This design comes from an exercise in tuning for small area, a short achievable clock period and few clock cycles per item on the open sky130 flow, not from production work. Function was not checked in any run shown here: the RTL went through the layout flow alone.

==> flow/design.v (outline; a module is shown in full before it is edited, if it fits) <==
// module mult_iter: 2839 lines
// module mult_iter_fa: 10 lines
// module mult_iter_ha: 9 lines
module mult_iter #(
  parameter int WIDTH = 32,
  parameter int DIGIT = 8
) (
  input  logic             clk,
  input  logic             rst_n,
  input  logic             valid_in,
  output logic             ready_out,
  input  logic             sign,
  input  logic [WIDTH-1:0] src_a,
  input  logic [WIDTH-1:0] src_b,
  input  logic             flush,
  output logic             valid_out,
  input  logic             ready_in,
  output logic [WIDTH-1:0] hi,
  output logic [WIDTH-1:0] lo
);
  // ...
==> flow/run.sh <==
#!/bin/bash
# synth_recipe.tcl (not shown) runs the flow's synth.tcl, then flattens the netlist and writes it again
# the make line also repeats each setting of config.mk as NAME=value (left out here)
make -C /OpenROAD-flow-scripts/flow DESIGN_CONFIG=/design/flow/config.mk WORK_HOME=/design/flow/orfs CLKGATE_MAP_FILE= SYNTH_SCRIPT=/design/flow/synth_recipe.tcl finish
==> flow/config.mk <==
export PLATFORM = sky130hd
export DESIGN_NAME = mult_iter
export DESIGN_NICKNAME = mult_iter
export VERILOG_FILES = /design/flow/design.v
export SDC_FILE = /design/flow/constraint.sdc
export NUM_CORES = 4
export LEC_CHECK = 0
export CAP_MARGIN = 20
export CORE_MARGIN = 2
export CORE_UTILIZATION = 40
export SLEW_MARGIN = 20
export SYNTH_HIERARCHICAL = 1
==> flow/constraint.sdc <==
create_clock -name core_clock -period 10.0 [get_ports {clk}]
set_input_delay 2.0000 -clock core_clock [delete_from_list [all_inputs] [get_ports {clk}]]
set_output_delay 2.0000 -clock core_clock [all_outputs]
set_load 0.01 [all_outputs]
==> results.py, run 1 <==
metrics = {
    "cells_and_area": {
        "instances_no_fill": 4542,
        "regMostFlops": "m_q",
        "area.sequential_um2": 13310,
        "multi_input_area_share_pct": 56.88,
        "n_all_buffers": 228,
        "seq_cell_count": 444,
        "reg.largest.list": "m_q (227), p_q (64), px_q (64)",
        "mostFrequentLayoutCell": "xnor2_1",
    },
    "global_route": {
        "top_usage_layer": "met2",
        "grt_overflow": 0,
    },
    "synth": {
        "synth_top_family_by_area": "adder cells",
        "yosysMostFrequentCell": "xnor2_1",
        "ys_top_cells_by_count": "593 x xnor2_1, 513 x a22oi_1, 484 x fa_1",
        "yosys.area.top_type": "edfxtp_1",
    },
    "timing": {
        "clock.fmax_mhz": 201.0,
        "hold_viol_final": 0,
        "fin_setup_tns_ps": 0,
    },
    "cts": {
        "cts_made_buffers": 51,
    },
    "route": {
        "vias_per_cell": 6.201,
        "ant_nets": 0,
    },
    "run_status": {
        "outcome": "no timing/DRC/antenna violations",
    },
    "critical_path": {
        "worst_setup_path_end_kind": "flip-flop",
        "cp.required_ps": 10370,
        "worstSetupPathType": "flip-flop to flip-flop",
    },
    "floorplan": {
        "dieHeight_um": 317.8,
        "die_area_um2": 101000,
        "die_width_um": 317.8,
    },
    "hold_path": {
        "hold_path_class": "flip-flop to flip-flop",
    },
}
==> run 2, diff against run 1 <==
==> flow/flow/run.sh (new file) <==
#!/bin/bash
# The standard layout, with timing repair aiming at a setup slack margin so
# that the resizer works on the paths that set the achieved period.
set -euo pipefail
bash standard.sh SETUP_SLACK_MARGIN=${MARGIN:-6.5} finish > standard_flow.log 2>&1
==> flow/standard.sh (new file) <==
#!/bin/bash
# synth_recipe.tcl (not shown) runs the flow's synth.tcl, then flattens the netlist and writes it again
# the make line also repeats each setting of config.mk as NAME=value (left out here)
make -C /OpenROAD-flow-scripts/flow DESIGN_CONFIG=/design/flow/config.mk WORK_HOME=/design/flow/orfs CLKGATE_MAP_FILE= SYNTH_SCRIPT=/design/flow/synth_recipe.tcl "${@:-finish}"
removed: flow/run.sh
==> run 2 against run 1 <==
Compared with the run above:
- critical path depth unchanged
- non-clock buffer count up 59
- clock-buffer cell count down 2
- critical endpoint is now p_q[54]$_DFFE_PP_
==> results.py, run 2 <==
metrics = {
    "run_status": {
        "outcome": "no timing/DRC/antenna violations",
    },
    "floorplan": {
        "pin_count": 136,
        "core_area_um2": 97990,
        "dieHeight_um": 317.8,
        "rows": 115,
        "start_util_pct": 40.19,
        "die_area_um2": 101000,
        "die_width_um": 317.8,
    },
    "synth": {
        "yosys.cell_types.count": 74,
        "avgSynthCellArea_um2": 11.95,
        "ys_seq_elements": 444,
        "async_reset_ff_share_pct": 1.351,
        "synth_top_area_share_pct": 33.40,
        "synthTopCellsByArea": "edfxtp_1 33%, fa_1 25%, xnor2_1 13%, a22oi_1 9.8%, ha_1 3.3%",
        "synth_warnings": 7,
        "syn_inst": 3297,
        "synth_edf_count": 438,
        "yosysSeqAreaShare_pct": 33.78,
        "syn-cell-area_um2": 39380,
        "yosysMostFrequentCell": "xnor2_1",
        "ys_top_cells_by_count": "593 x xnor2_1, 513 x a22oi_1, 484 x fa_1",
        "yosys.area.top_type": "edfxtp_1",
        "synth_ff_type": "edfxtp_1",
    },
    "critical_path": {
        "slowest_delay_ps": 590,
        "path_common_cell": "fa_2",
        "start_kind": "flip-flop",
        "worstSetupPathType": "flip-flop to flip-flop",
        "arrival_ps": 5000,
        "cp_max_fo": 4,
        "critPathBufInv": 0,
        "cp.required_ps": 10380,
        "slowest_stage": "fa_1",
        "worst_setup_path_end_kind": "flip-flop",
        "crit_chain": "fa_1 -> fa_2 -> fa_2 -> fa_2 -> ha_4 -> a21oi_2 -> o21a_1 -> nor3_2 -> o31a_1 -> a311o_2 -> or2_4 -> a2111o_1 -> o221a_2",
        "crit_family": "adder cells",
    },
    "timing": {
        "clock.fmax_mhz": 216.5,
        "setup_violations": 0,
        "hold_viol_final": 0,
        "fin_skew_ps": 16.12,
        "relSlewSlack_pct": 34.85,
        "slew_violations": 0,
        "period_share_pct": 46.19,
        "fin_setup_tns_ps": 0,
        "worst_pin_slew_ps": 977.2,
        "min_period_ps": 4619,
        "rsz0062_at_grt": "yes",
    },
    "cells_and_area": {
        "n_fill_cell": 8851,
        "mostFrequentLayoutCell": "xnor2_1",
        "instances_no_fill": 4601,
        "fin_nets": 3935,
        "layout-drive-gt1-share_pct": 13.98,
        "multi_input_comb_area_um2": 25930,
        "fin_area_um2": 45030,
        "area.sequential_um2": 13310,
        "utilization_pct": 45.95,
        "final_cell_mix": "585 x xnor2_1, 513 x a22oi_1, 468 x fa_1, 438 x edfxtp_1, 182 x nand2_1",
        "reg.largest.list": "m_q (227), p_q (64), px_q (64)",
        "layout-area-overhead-vs-synth_pct": 14.33,
        "largest_reg_flops": 227,
        "regMostFlops": "m_q",
    },
    "global_route": {
        "grt_max_degree": 82,
        "grt_overflow": 0,
        "grt_pass1_wl_mm": 196.0,
        "grt_pass1_vias": 29910,
        "grt_antenna_before_repair": 5,
        "track_usage_pct": 25.82,
    },
    "cts": {
        "cts-root-buf": "clkbuf_16",
        "clk_pin_slew_ps": 60,
        "hold_buffers": 0,
        "cts_made_buffers": 51,
        "cts_tree": "built",
        "cts_buffer_depth": 3,
        "cts_sinks": 444,
        "h-tree-depth": 2,
        "clock_latency_ps": 630,
    },
    "route": {
        "dr.pass1.iters": 6,
        "drc": 0,
        "ant_nets": 0,
        "drt_iter0_markers": 3568,
        "vias_per_cell": 6.165,
        "via_count": 28370,
        "wirelength_mm": 132.5,
        "wl_per_cell_um": 28.80,
    },
    "place": {
        "dpl-instance-area_um2": 42030,
        "dp_hpwl_mm": 78.35,
        "gp_congestion": 0.8867,
        "place_inst": 4451,
        "numPortBuffers": 135,
    },
    "hold_path": {
        "hold_path_class": "flip-flop to flip-flop",
    },
    "flow_run": {
        "drv_cap": 0,
    },
}
==> run 2: cell counts after synthesis <==
No cell type changed its count.
==> run 2: tightest hold or removal path: cells and delay by family (launching register included) <==
kind,cells,cell delay [ps]
flip-flops,1,320
AND/OR/NAND/NOR,2,90
==> run 2: layout make-up <==
type	count	share of cell area, %
Multi-Input combinational cell	2474	57.59
Sequential cell	444	29.56
Timing Repair Buffer	287	5.535
Tap cell	1287	3.576
Clock buffer	57	2.884
Clock inverter	31	0.6808
Inverter	20	0.1667
Antenna cell	1	0.005558
==> run 2: metrics by stage <==
| step | setup slack (ps) | hold slack, ps |
|---|---|---|
| floorplan | 5676 | 424.4 |
| global placement | 5005 | 493.8 |
| detailed placement | 4977 | 498.3 |
| CTS | 5366 | 504.3 |
| global route | 5228 | 522.5 |
| finish | 5381 | 502.5 |
==> run 2: Yosys stat by module (local to each module, per instance) <==
module | times used | cells inside | flip-flops and latches
mult_iter_ha | 43 | 1 | 0
mult_iter_fa | 484 | 1 | 0
mult_iter | 1 | 2770 | 444
==> run 2: cells by family after synthesis <==
| kind of cell | share of synthesized area [%] |
|---|---|
| adder cells (fa/ha/maj) | 27.88 |
| multiplexers | 0.9467 |
| XOR/XNOR | 14.45 |
| buffers and inverters | 3.809 |
| AND/OR/NAND/NOR | 4.537 |
| other | 0.009522 |
| AO/OA/AOI/OAI | 14.59 |
| flip-flops | 33.78 |
==> run 2: worst paths after layout <==
| kind | start | to | slack (ps) | depth (start not counted) |
|---|---|---|---|---|
| setup / recovery | m_q[102]$_DFFE_PP_ | p_q[54]$_DFFE_PP_ | 5380 | 13 |
| hold / removal | px_q[12]$_DFFE_PP_ | p_q[12]$_DFFE_PP_ | 500 | 2 |
| setup reg to reg | m_q[102]$_DFFE_PP_ | p_q[54]$_DFFE_PP_ | 5380 | 13 |
| hold reg to reg | px_q[12]$_DFFE_PP_ | p_q[12]$_DFFE_PP_ | 500 | 2 |
| max in group asynchronous | rst_n | rdy_q$_DFF_PN1_ | 8100 | 1 |
| min in group asynchronous | rst_n | v2_q$_DFFE_PN0P_ | 1620 | 1 |
==> run 2: per-layer routing <==
metal / GRT usage, % / wire length (µm) / vias to the layer above / part of all wire, %
li1: - / - / 11660 / -
met1: 34.81 / 52540 / 14060 / 40
met2: 37.83 / 55960 / 2174 / 42
met3: 9.368 / 18340 / 467 / 14
met4: 10.07 / 5609 / 10 / 4.2
met5: 0.1418 / 69 / - / 0.052
==> run 2: repair_timing <==
action | CTS | global route
endpoints found under the setup margin | 143 | 81
resized for setup | 212 | 63
buffers inserted | 47 | 14
pin swaps | 59 | 45

==> port drivers added, routing unchanged <==
Ports are ideal in the flow. The routed layouts listed here were re-timed in OpenROAD. Step 1 (the two cells are an assumption about what drives the block):
set clk [get_ports {clk}]
set_driving_cell -lib_cell sky130_fd_sc_hd__clkbuf_16 $clk
set_driving_cell -lib_cell sky130_fd_sc_hd__buf_2 [delete_from_list [all_inputs] $clk]
Step 2, shift: input delay + t, output delay - t, t = (earliest + latest rising clock arrival at the registers) / 2. This alone moves slack from input paths to output paths. Slacks: ideal / step 1 / step 2; pairs: ideal / step 1.
| run | shift t [ns] | setup slack, ns | worst setup path at the end | worst data-port slew with drivers (ns) | pins driven straight from the clock port |
|---|---|---|---|---|---|
| run 1 | 0.692 | 5.026 / 5.026 / 5.026 | register to register | 0.04 | 1 |
| run 2 | 0.687 | 5.381 / 5.381 / 5.381 | register to register | 0.04 | 1 |
After both steps setup and hold are still met in every run listed.
